Context: an optimization exercise on an open-source flow, tuned for small area and a short achievable clock period. The choices shown serve that exercise and are no tape-out recipe. Where RTL was checked, it was by simulation tests only, not by an equivalence proof against the original. No activity file was given, so power comes from the tool's default toggle rates.

## 11-14
==> flow/design.v <==
package trace_pkg;
  localparam int CLS_W   = 5;
  localparam int NUM_CLS = 17;
  localparam int STAMP_W = 16;
  localparam int CNT_W   = 16;
  localparam int REC_W   = 16 + 32 + 5 + 32;
endpackage
module trace_fifo (
  input  logic        clk,
  input  logic        rst,
  input  logic        clr,
  input  logic        push,
  input  logic        ready,
  input  logic [84:0] wdata,
  output logic        valid,
  output logic [84:0] rdata,
  output logic [4:0]  level,
  output logic        overflow,
  output logic [15:0] drop_cnt
);
  logic [84:0] head_q;
  logic [84:0] buf_q [15];
  logic [84:0] head_d;
  logic [3:0]  bw_q, br_q;
  logic [4:0]  lvl_q;
  logic        ovf_q;
  logic [15:0] drop_q;
  logic        full, pop, acc, drop;
  logic        lvl0, lvl1;
  logic        head_in, head_buf, buf_wr;
  assign valid    = |lvl_q;
  assign full     = lvl_q[4];
  assign lvl0     = ~valid;
  assign lvl1     = (lvl_q == 5'd1);
  assign pop      = valid & ready & ~clr;
  assign acc      = push & ~clr & (~full | ready);
  assign drop     = push & ~clr & full & ~ready;
  assign level    = lvl_q;
  assign overflow = ovf_q;
  assign drop_cnt = drop_q;
  assign rdata    = head_q;
  assign head_in  = acc & (lvl0 | (lvl1 & pop));
  assign head_buf = pop & ~lvl0 & ~lvl1;
  assign buf_wr   = acc & ~head_in;
  always_ff @(posedge clk or negedge rst) begin
    if (!rst) begin
      bw_q   <= '0;
      br_q   <= '0;
      lvl_q  <= '0;
      ovf_q  <= 1'b0;
      drop_q <= '0;
    end else if (clr) begin
      bw_q   <= '0;
      br_q   <= '0;
      lvl_q  <= '0;
      ovf_q  <= 1'b0;
      drop_q <= '0;
    end else begin
      if (buf_wr)   bw_q <= (bw_q == 4'd14) ? 4'd0 : bw_q + 4'd1;
      if (head_buf) br_q <= (br_q == 4'd14) ? 4'd0 : br_q + 4'd1;
      if (acc & ~pop) lvl_q <= lvl_q + 5'd1;
      else if (pop & ~acc) lvl_q <= lvl_q - 5'd1;
      if (drop) begin
        ovf_q <= 1'b1;
        if (drop_q != 16'hffff) drop_q <= drop_q + 16'd1;
      end
    end
  end
  for (genvar k = 0; k < 15; k++) begin : g_ent
    always_ff @(posedge clk) begin
      if (buf_wr && bw_q == 4'(k)) buf_q[k] <= wdata;
    end
  end
  always_comb begin
    head_d = wdata & {85{head_in}};
    for (int k = 0; k < 15; k++)
      head_d = head_d | (buf_q[k] & {85{head_buf && br_q == 4'(k)}});
  end
  always_ff @(posedge clk) begin
    if (head_in | head_buf) head_q <= head_d;
  end
endmodule
import trace_pkg::*;
module instr_trace_unit #(
  parameter int PC_W     = 32,
  parameter int DATA_W   = 32,
  parameter int DEPTH    = 16,
  parameter int STAMP_W  = 16,
  parameter int CNT_W    = 16,
  parameter int OVR_MODE = 0
) (
  input  logic                   clk,
  input  logic                   rst,
  input  logic                   en,
  input  logic                   clr,
  input  logic                   ret_valid,
  input  logic [PC_W-1:0]        ret_pc,
  input  logic [5:0]             ret_opcode,
  input  logic [5:0]             ret_funct,
  input  logic [DATA_W-1:0]      ret_wd,
  output logic                   tr_valid,
  input  logic                   tr_ready,
  output logic [PC_W-1:0]        tr_pc,
  output logic [4:0]             tr_class,
  output logic [DATA_W-1:0]      tr_wd,
  output logic [STAMP_W-1:0]     tr_stamp,
  output logic [$clog2(DEPTH):0] level,
  output logic                   overflow,
  output logic [CNT_W-1:0]       drop_cnt,
  input  logic [4:0]             cnt_sel,
  output logic [CNT_W-1:0]       cnt_val
);
  logic [15:0] stamp_q;
  logic        live_q;
  logic        push;
  logic [16:0] dec;
  logic [4:0]  cls;
  logic [84:0] rec_out;
  always_ff @(posedge clk or negedge rst) begin
    if (!rst) stamp_q <= '0;
    else      stamp_q <= stamp_q + 16'd1;
  end
  always_ff @(posedge clk or negedge rst) begin
    if (!rst) live_q <= 1'b0;
    else      live_q <= 1'b1;
  end
  assign push = en & ret_valid;
  logic rt;
  assign rt      = (ret_opcode == 6'd0);
  assign dec[0]  = rt & (ret_funct == 6'd32);
  assign dec[1]  = rt & (ret_funct == 6'd34);
  assign dec[2]  = rt & (ret_funct == 6'd36);
  assign dec[3]  = rt & (ret_funct == 6'd37);
  assign dec[4]  = rt & (ret_funct == 6'd2);
  assign dec[5]  = rt & (ret_funct == 6'd42);
  assign dec[6]  = rt & (ret_funct == 6'd8);
  assign dec[7]  = rt & (ret_funct == 6'd0);
  assign dec[8]  = rt & (ret_funct == 6'd27);
  assign dec[9]  = rt & (ret_funct == 6'd16);
  assign dec[10] = rt & (ret_funct == 6'd18);
  assign dec[11] = (ret_opcode == 6'd35);
  assign dec[12] = (ret_opcode == 6'd43);
  assign dec[13] = (ret_opcode == 6'd13);
  assign dec[14] = (ret_opcode == 6'd4);
  assign dec[15] = (ret_opcode == 6'd2);
  assign dec[16] = ~|dec[15:0];
  always_comb begin
    cls = 5'd16;
    for (int k = 0; k < 16; k++)
      if (dec[k]) cls = 5'(k);
  end
  logic [15:0] cnt_q [17];
  logic        wr, zero;
  assign wr   = push & ~clr;
  assign zero = clr | ~live_q;
  for (genvar k = 0; k < 17; k++) begin : g_cnt
    logic [16:0] c;
    logic        inc;
    assign c[0] = 1'b1;
    for (genvar i = 0; i < 16; i++) begin : g_c
      assign c[i+1] = c[i] & cnt_q[k][i];
    end
    assign inc = wr & dec[k] & ~c[16];
    always_ff @(posedge clk) begin
      if (zero | (inc & c[0]))
        cnt_q[k][0] <= zero ? (wr & dec[k]) : ~cnt_q[k][0];
    end
    for (genvar i = 1; i < 16; i++) begin : g_b
      always_ff @(posedge clk) begin
        if (zero | (inc & c[i])) cnt_q[k][i] <= ~zero & ~cnt_q[k][i];
      end
    end
  end
  always_comb begin
    cnt_val = '0;
    for (int k = 0; k < 17; k++)
      cnt_val = cnt_val | (cnt_q[k] & {16{(cnt_sel == 5'(k)) & live_q}});
  end
  trace_fifo u_fifo (
    .clk      (clk),
    .rst      (rst),
    .clr      (clr),
    .push     (push),
    .ready    (tr_ready),
    .wdata    ({stamp_q, ret_pc, cls, ret_wd}),
    .valid    (tr_valid),
    .rdata    (rec_out),
    .level    (level),
    .overflow (overflow),
    .drop_cnt (drop_cnt)
  );
  assign {tr_stamp, tr_pc, tr_class, tr_wd} = rec_out;
endmodule
==> flow/config.mk <==
export PLATFORM = sky130hd
export DESIGN_NAME = instr_trace_unit
export DESIGN_NICKNAME = instr_trace_unit
export VERILOG_FILES = /design/flow/design.v
export SDC_FILE = /design/flow/constraint.sdc
export NUM_CORES = 4
export LEC_CHECK = 0
export ABC_CLOCK_PERIOD_IN_PS = 3000
export CAP_MARGIN = 20
export CORE_MARGIN = 2
export CORE_UTILIZATION = 55
export PLACE_DENSITY = 0.7
export SETUP_SLACK_MARGIN = 2.1
export SLEW_MARGIN = 20
export TNS_END_PERCENT = 5
==> flow/constraint.sdc <==
create_clock -name core_clock -period 5.5 [get_ports {clk}]
set_input_delay 1.1000 -clock core_clock [delete_from_list [all_inputs] [get_ports {clk}]]
set_output_delay 1.1000 -clock core_clock [all_outputs]
set_load 0.01 [all_outputs]
run.sh (not shown) runs the stock make flow with config.mk's settings and CLKGATE_MAP_FILE= SYNTH_SCRIPT=/design/flow/synth_recipe.tcl, a recipe that flattens the netlist after the stock synthesis.
### 11-14 -> 07-22
--- a/flow/design.v
+++ b/flow/design.v
@@ -147,31 +147,25 @@
   always_comb begin
     cls = 5'd16;
     for (int k = 0; k < 16; k++)
       if (dec[k]) cls = 5'(k);
   end
   logic [15:0] cnt_q [17];
-  logic        wr, zero;
-  assign wr   = push & ~clr;
-  assign zero = clr | ~live_q;
+  logic [15:0] cur, nxt;
+  logic        wr;
+  always_comb begin
+    cur = '0;
+    for (int k = 0; k < 17; k++)
+      cur = cur | (cnt_q[k] & {16{dec[k] & live_q}});
+  end
+  assign nxt = (cur + 16'd1) | {16{&cur}};
+  assign wr  = push & ~clr;
   for (genvar k = 0; k < 17; k++) begin : g_cnt
-    logic [16:0] c;
-    logic        inc;
-    assign c[0] = 1'b1;
-    for (genvar i = 0; i < 16; i++) begin : g_c
-      assign c[i+1] = c[i] & cnt_q[k][i];
-    end
-    assign inc = wr & dec[k] & ~c[16];
     always_ff @(posedge clk) begin
-      if (zero | (inc & c[0]))
-        cnt_q[k][0] <= zero ? (wr & dec[k]) : ~cnt_q[k][0];
-    end
-    for (genvar i = 1; i < 16; i++) begin : g_b
-      always_ff @(posedge clk) begin
-        if (zero | (inc & c[i])) cnt_q[k][i] <= ~zero & ~cnt_q[k][i];
-      end
+      if ((wr & dec[k]) | clr | ~live_q)
+        cnt_q[k] <= nxt & {16{wr & dec[k]}};
     end
   end
   always_comb begin
     cnt_val = '0;
     for (int k = 0; k < 17; k++)
       cnt_val = cnt_val | (cnt_q[k] & {16{(cnt_sel == 5'(k)) & live_q}});
The final layout from 11-14, which completed every stage, passed the timing, design-rule and antenna checks at the end of the flow. In summary, 07-22 completed successfully, with a layout that passed the timing, design-rule and antenna checks. The global-route wire length before repair of 07-22 falls short of that of 11-14 by 1.1%. [compare] base=11-14 new=07-22: fraction of synthesized area in multiplexers fell 2.2 points, detailed-router iteration count before antenna repair rose 2, distinct cell type count of the synthesized netlist rose 15, number of diodes fell 7. [diff] post-placement worst setup slack, 07-22 relative to 11-14: regression. Changes observed in 07-22 relative to 11-14: reg2reg setup slack -0.24 ns; first-iteration DRC count -about 10%; clock-buffer cell count -about 0.9%; area fraction of clock buffers and clock inverters ~0 delta. Worst setup slack: 07-22 vs 11-14 down 0.075 ns.
Function was not checked in any run of this note: the RTL went through the layout flow alone.

instr_trace_unit, a different RTL version from the one above (not shown whole).
Size: ~3800 cells after synthesis, about 1700 flip-flops, about 210 I/O pins, about 65000 um2 of cells after synthesis.
==> module trace_cnt_rd, before the edit <==
module trace_cnt_rd (
  input  logic [271:0] cnt,
  input  logic [16:0]  dec,
  input  logic         live,
  output logic [15:0]  cur
);
  always_comb begin
    cur = '0;
    for (int k = 0; k < 17; k++)
      cur = cur | (cnt[16*k +: 16] & {16{dec[k] & live}});
  end
endmodule
==> module trace_sat_inc, before the edit <==
module trace_sat_inc (
  input  logic [15:0] cur,
  output logic [15:0] nxt
);
  assign nxt = (cur + 16'd1) | {16{&cur}};
endmodule
==> module instr_trace_unit, before the edit <==
module instr_trace_unit #(
  parameter int PC_W     = 32,
  parameter int DATA_W   = 32,
  parameter int DEPTH    = 16,
  parameter int STAMP_W  = 16,
  parameter int CNT_W    = 16,
  parameter int OVR_MODE = 0
) (
  input  logic                   clk,
  input  logic                   rst,
  input  logic                   en,
  input  logic                   clr,
  input  logic                   ret_valid,
  input  logic [PC_W-1:0]        ret_pc,
  input  logic [5:0]             ret_opcode,
  input  logic [5:0]             ret_funct,
  input  logic [DATA_W-1:0]      ret_wd,
  output logic                   tr_valid,
  input  logic                   tr_ready,
  output logic [PC_W-1:0]        tr_pc,
  output logic [4:0]             tr_class,
  output logic [DATA_W-1:0]      tr_wd,
  output logic [STAMP_W-1:0]     tr_stamp,
  output logic [$clog2(DEPTH):0] level,
  output logic                   overflow,
  output logic [CNT_W-1:0]       drop_cnt,
  input  logic [4:0]             cnt_sel,
  output logic [CNT_W-1:0]       cnt_val
);
  logic [15:0] stamp_q;
  logic        live_q;
  logic        push;
  logic [16:0] dec;
  logic [4:0]  cls;
  logic [84:0] rec_out;
  always_ff @(posedge clk or negedge rst) begin
    if (!rst) stamp_q <= '0;
    else      stamp_q <= stamp_q + 16'd1;
  end
  always_ff @(posedge clk or negedge rst) begin
    if (!rst) live_q <= 1'b0;
    else      live_q <= 1'b1;
  end
  assign push = en & ret_valid;
  trace_classify u_cls (
    .opcode (ret_opcode),
    .funct  (ret_funct),
    .dec    (dec),
    .cls    (cls)
  );
  logic [15:0]  cnt_q [17];
  logic [271:0] cnt_flat;
  logic [15:0]  cur, nxt;
  logic         wr, zero;
  for (genvar k = 0; k < 17; k++) begin : g_flat
    assign cnt_flat[16*k +: 16] = cnt_q[k];
  end
  trace_cnt_rd u_crd (
    .cnt  (cnt_flat),
    .dec  (dec),
    .live (live_q),
    .cur  (cur)
  );
  trace_sat_inc u_inc (
    .cur (cur),
    .nxt (nxt)
  );
  assign wr   = push & ~clr;
  assign zero = clr | ~live_q;
  for (genvar k = 0; k < 17; k++) begin : g_cnt
    always_ff @(posedge clk) begin
      if ((wr & dec[k]) | zero)
        cnt_q[k] <= nxt & {16{wr & dec[k]}};
    end
  end
  logic [16:0] sel_oh;
  trace_sel_dec u_sdec (
    .sel  (cnt_sel),
    .live (live_q),
    .oh   (sel_oh)
  );
  trace_cnt_mux u_cmux (
    .cnt  (cnt_flat),
    .oh   (sel_oh),
    .val  (cnt_val)
  );
  trace_fifo u_fifo (
    .clk      (clk),
    .rst      (rst),
    .clr      (clr),
    .push     (push),
    .ready    (tr_ready),
    .wdata    ({stamp_q, ret_pc, cls, ret_wd}),
    .valid    (tr_valid),
    .rdata    (rec_out),
    .level    (level),
    .overflow (overflow),
    .drop_cnt (drop_cnt)
  );
  assign {tr_stamp, tr_pc, tr_class, tr_wd} = rec_out;
endmodule
Settings: LEC_CHECK=0, CAP_MARGIN=20, CORE_MARGIN=2, CORE_UTILIZATION=55, PLACE_DENSITY=0.7, SETUP_SLACK_MARGIN=2.1, SLEW_MARGIN=20, SYNTH_HIERARCHICAL=1, TNS_END_PERCENT=5; clock period 5.5 ns.
standard.sh (not shown) runs the stock make flow with config.mk's settings and CLKGATE_MAP_FILE= SYNTH_SCRIPT=/design/flow/synth_recipe.tcl, a recipe that flattens the netlist after the stock synthesis.
==> flow/flow/run.sh <==
#!/bin/bash
# Own layout flow: the standard ORFS flow (standard.sh), with these
# changes passed as make variables:
#  - the counter read port (modules trace_sel_dec and trace_cnt_mux, pure
#    combinational logic with no registers) is given as a hand-mapped
#    sky130 gate netlist written by flow/gen_mux.py, in place of its RTL;
#  - slow 4-high-stack OR/NOR cells are added to the don't-use list, for
#    synthesis and for the resizer alike;
#  - ports are buffered with the smallest buffer (the resizer upsizes any
#    that timing needs) instead of a delay cell;
#  - clock tree synthesis inserts no dummy loads (flow/cts_args.txt).
# Each step's full output goes to a log file in the folder this runs in.
set -euo pipefail
python3 flow/gen_mux.py design.v design_mapped.v > gen_mux.log 2>&1
PLAT="sky130_fd_sc_hd__probe_p_8 sky130_fd_sc_hd__probec_p_8 sky130_fd_sc_hd__lpflow_bleeder_1 sky130_fd_sc_hd__lpflow_clkbufkapwr_1 sky130_fd_sc_hd__lpflow_clkbufkapwr_16 sky130_fd_sc_hd__lpflow_clkbufkapwr_2 sky130_fd_sc_hd__lpflow_clkbufkapwr_4 sky130_fd_sc_hd__lpflow_clkbufkapwr_8 sky130_fd_sc_hd__lpflow_clkinvkapwr_1 sky130_fd_sc_hd__lpflow_clkinvkapwr_16 sky130_fd_sc_hd__lpflow_clkinvkapwr_2 sky130_fd_sc_hd__lpflow_clkinvkapwr_4 sky130_fd_sc_hd__lpflow_clkinvkapwr_8 sky130_fd_sc_hd__lpflow_decapkapwr_12 sky130_fd_sc_hd__lpflow_decapkapwr_3 sky130_fd_sc_hd__lpflow_decapkapwr_4 sky130_fd_sc_hd__lpflow_decapkapwr_6 sky130_fd_sc_hd__lpflow_decapkapwr_8 sky130_fd_sc_hd__lpflow_inputiso0n_1 sky130_fd_sc_hd__lpflow_inputiso0p_1 sky130_fd_sc_hd__lpflow_inputiso1n_1 sky130_fd_sc_hd__lpflow_inputiso1p_1 sky130_fd_sc_hd__lpflow_inputisolatch_1 sky130_fd_sc_hd__lpflow_isobufsrc_1 sky130_fd_sc_hd__lpflow_isobufsrc_16 sky130_fd_sc_hd__lpflow_isobufsrc_2 sky130_fd_sc_hd__lpflow_isobufsrc_4 sky130_fd_sc_hd__lpflow_isobufsrc_8 sky130_fd_sc_hd__lpflow_isobufsrckapwr_16 sky130_fd_sc_hd__lpflow_lsbuf_lh_hl_isowell_tap_1 sky130_fd_sc_hd__lpflow_lsbuf_lh_hl_isowell_tap_2 sky130_fd_sc_hd__lpflow_lsbuf_lh_hl_isowell_tap_4 sky130_fd_sc_hd__lpflow_lsbuf_lh_isowell_4 sky130_fd_sc_hd__lpflow_lsbuf_lh_isowell_tap_1 sky130_fd_sc_hd__lpflow_lsbuf_lh_isowell_tap_2 sky130_fd_sc_hd__lpflow_lsbuf_lh_isowell_tap_4"
SLOW=""
for c in or4 or4b or4bb nor4 nor4b nor4bb; do
  for s in 1 2 4; do SLOW="$SLOW sky130_fd_sc_hd__${c}_${s}"; done
done
VARS=(
  "VERILOG_FILES=$PWD/design_mapped.v"
  "DONT_USE_CELLS=$PLAT$SLOW"
  "BUFFER_PORTS_ARGS=-buffer_cell sky130_fd_sc_hd__buf_1"
)
if [[ -f flow/cts_args.txt ]]; then VARS+=("CTS_ARGS=$(cat flow/cts_args.txt)"); fi
bash standard.sh synth "${VARS[@]}" > synth.log 2>&1
bash standard.sh finish "${VARS[@]}" > layout.log 2>&1
Other scripts of this flow, unchanged in this note and not shown: flow/flow/cts_args.txt, flow/flow/gen_mux.py
Rerun with:
--- a/flow/design.v
+++ b/flow/design.v
@@ -29,30 +29,12 @@
   assign dec[16] = ~|dec[15:0];
   always_comb begin
     cls = 5'd16;
     for (int k = 0; k < 16; k++)
       if (dec[k]) cls = 5'(k);
   end
-endmodule
-module trace_cnt_rd (
-  input  logic [271:0] cnt,
-  input  logic [16:0]  dec,
-  input  logic         live,
-  output logic [15:0]  cur
-);
-  always_comb begin
-    cur = '0;
-    for (int k = 0; k < 17; k++)
-      cur = cur | (cnt[16*k +: 16] & {16{dec[k] & live}});
-  end
-endmodule
-module trace_sat_inc (
-  input  logic [15:0] cur,
-  output logic [15:0] nxt
-);
-  assign nxt = (cur + 16'd1) | {16{&cur}};
 endmodule
 module trace_sel_dec (
   input  logic [4:0]  sel,
   input  logic        live,
   output logic [16:0] oh
 );
@@ -219,36 +201,37 @@
   trace_classify u_cls (
     .opcode (ret_opcode),
     .funct  (ret_funct),
     .dec    (dec),
     .cls    (cls)
   );
-  logic [15:0]  cnt_q [17];
-  logic [271:0] cnt_flat;
-  logic [15:0]  cur, nxt;
-  logic         wr, zero;
-  for (genvar k = 0; k < 17; k++) begin : g_flat
-    assign cnt_flat[16*k +: 16] = cnt_q[k];
-  end
-  trace_cnt_rd u_crd (
-    .cnt  (cnt_flat),
-    .dec  (dec),
-    .live (live_q),
-    .cur  (cur)
-  );
-  trace_sat_inc u_inc (
-    .cur (cur),
-    .nxt (nxt)
-  );
+  logic [15:0] cnt_q [17];
+  logic        wr, zero;
   assign wr   = push & ~clr;
   assign zero = clr | ~live_q;
   for (genvar k = 0; k < 17; k++) begin : g_cnt
+    logic [16:0] c;
+    logic        inc;
+    assign c[0] = 1'b1;
+    for (genvar i = 0; i < 16; i++) begin : g_c
+      assign c[i+1] = c[i] & cnt_q[k][i];
+    end
+    assign inc = wr & dec[k] & ~c[16];
     always_ff @(posedge clk) begin
-      if ((wr & dec[k]) | zero)
-        cnt_q[k] <= nxt & {16{wr & dec[k]}};
-    end
+      if (zero | (inc & c[0]))
+        cnt_q[k][0] <= zero ? (wr & dec[k]) : ~cnt_q[k][0];
+    end
+    for (genvar i = 1; i < 16; i++) begin : g_b
+      always_ff @(posedge clk) begin
+        if (zero | (inc & c[i])) cnt_q[k][i] <= ~zero & ~cnt_q[k][i];
+      end
+    end
+  end
+  logic [271:0] cnt_flat;
+  for (genvar k = 0; k < 17; k++) begin : g_flat
+    assign cnt_flat[16*k +: 16] = cnt_q[k];
   end
   logic [16:0] sel_oh;
   trace_sel_dec u_sdec (
     .sel  (cnt_sel),
     .live (live_q),
     .oh   (sel_oh)
Wire length went down by 2.2%.
Synthesized cell count went up by 14%.
Sequential power stays flat.
Via count went up by 4.8%.
Final area went up by 1.9%.
Setup slack is better by 0.054 ns.
Count of clock-buffer cells in the layout went down by 1.
Sequential share of layout area went down by 1.3 points.
Die area went up by 2.8%.
Global-route usage went down by 1.1 points.
Critical path depth is unchanged.
Core utilization went down by 0.72 points.
No functional check of the RTL was part of the second run of this note.

## port drivers added, routing unchanged
The flow's constraints put no driver on any port. The routed layouts listed below were extracted and timed again, unchanged, in two steps.
Step 1: set_driving_cell puts a clkbuf_16 on clk and a buf_2 on each other input, an assumption about the parent block.
Step 2 times the ports against the registers' clock, not the clock port: input delays grow and output delays shrink by t, the midpoint of the rising clock arrivals with the driver on.
Slacks: ideal ports / drivers / drivers and shift; pairs: ideal ports / drivers.
| run | t (ns) | slack for setup (ns) | latest minus earliest clock arrival (ns) | slew at the worst register clock pin (ns) | pins driven straight from the clock port |
|---|---|---|---|---|---|
| 11-14 | 0.865 | 1.462 / 1.384 / 0.968 | 0.045 / 0.045 | 0.07 / 0.07 | 1 |
| 07-22 | 0.864 | 1.387 / 1.307 / 0.633 | 0.055 / 0.056 | 0.07 / 0.07 | 1 |
| the first run of note 2 | 0.756 | 1.683 / 1.652 / 1.047 | 0.092 / 0.092 | 0.10 / 0.10 | 1 |
| the second run of note 2 | 0.758 | 1.737 / 1.678 / 1.104 | 0.103 / 0.103 | 0.10 / 0.10 | 1 |
After both steps setup and hold are still met in every run listed. The setup slack of 07-22, which loses most, moves by -0.080 ns with the drivers and by -0.754 ns with both steps.
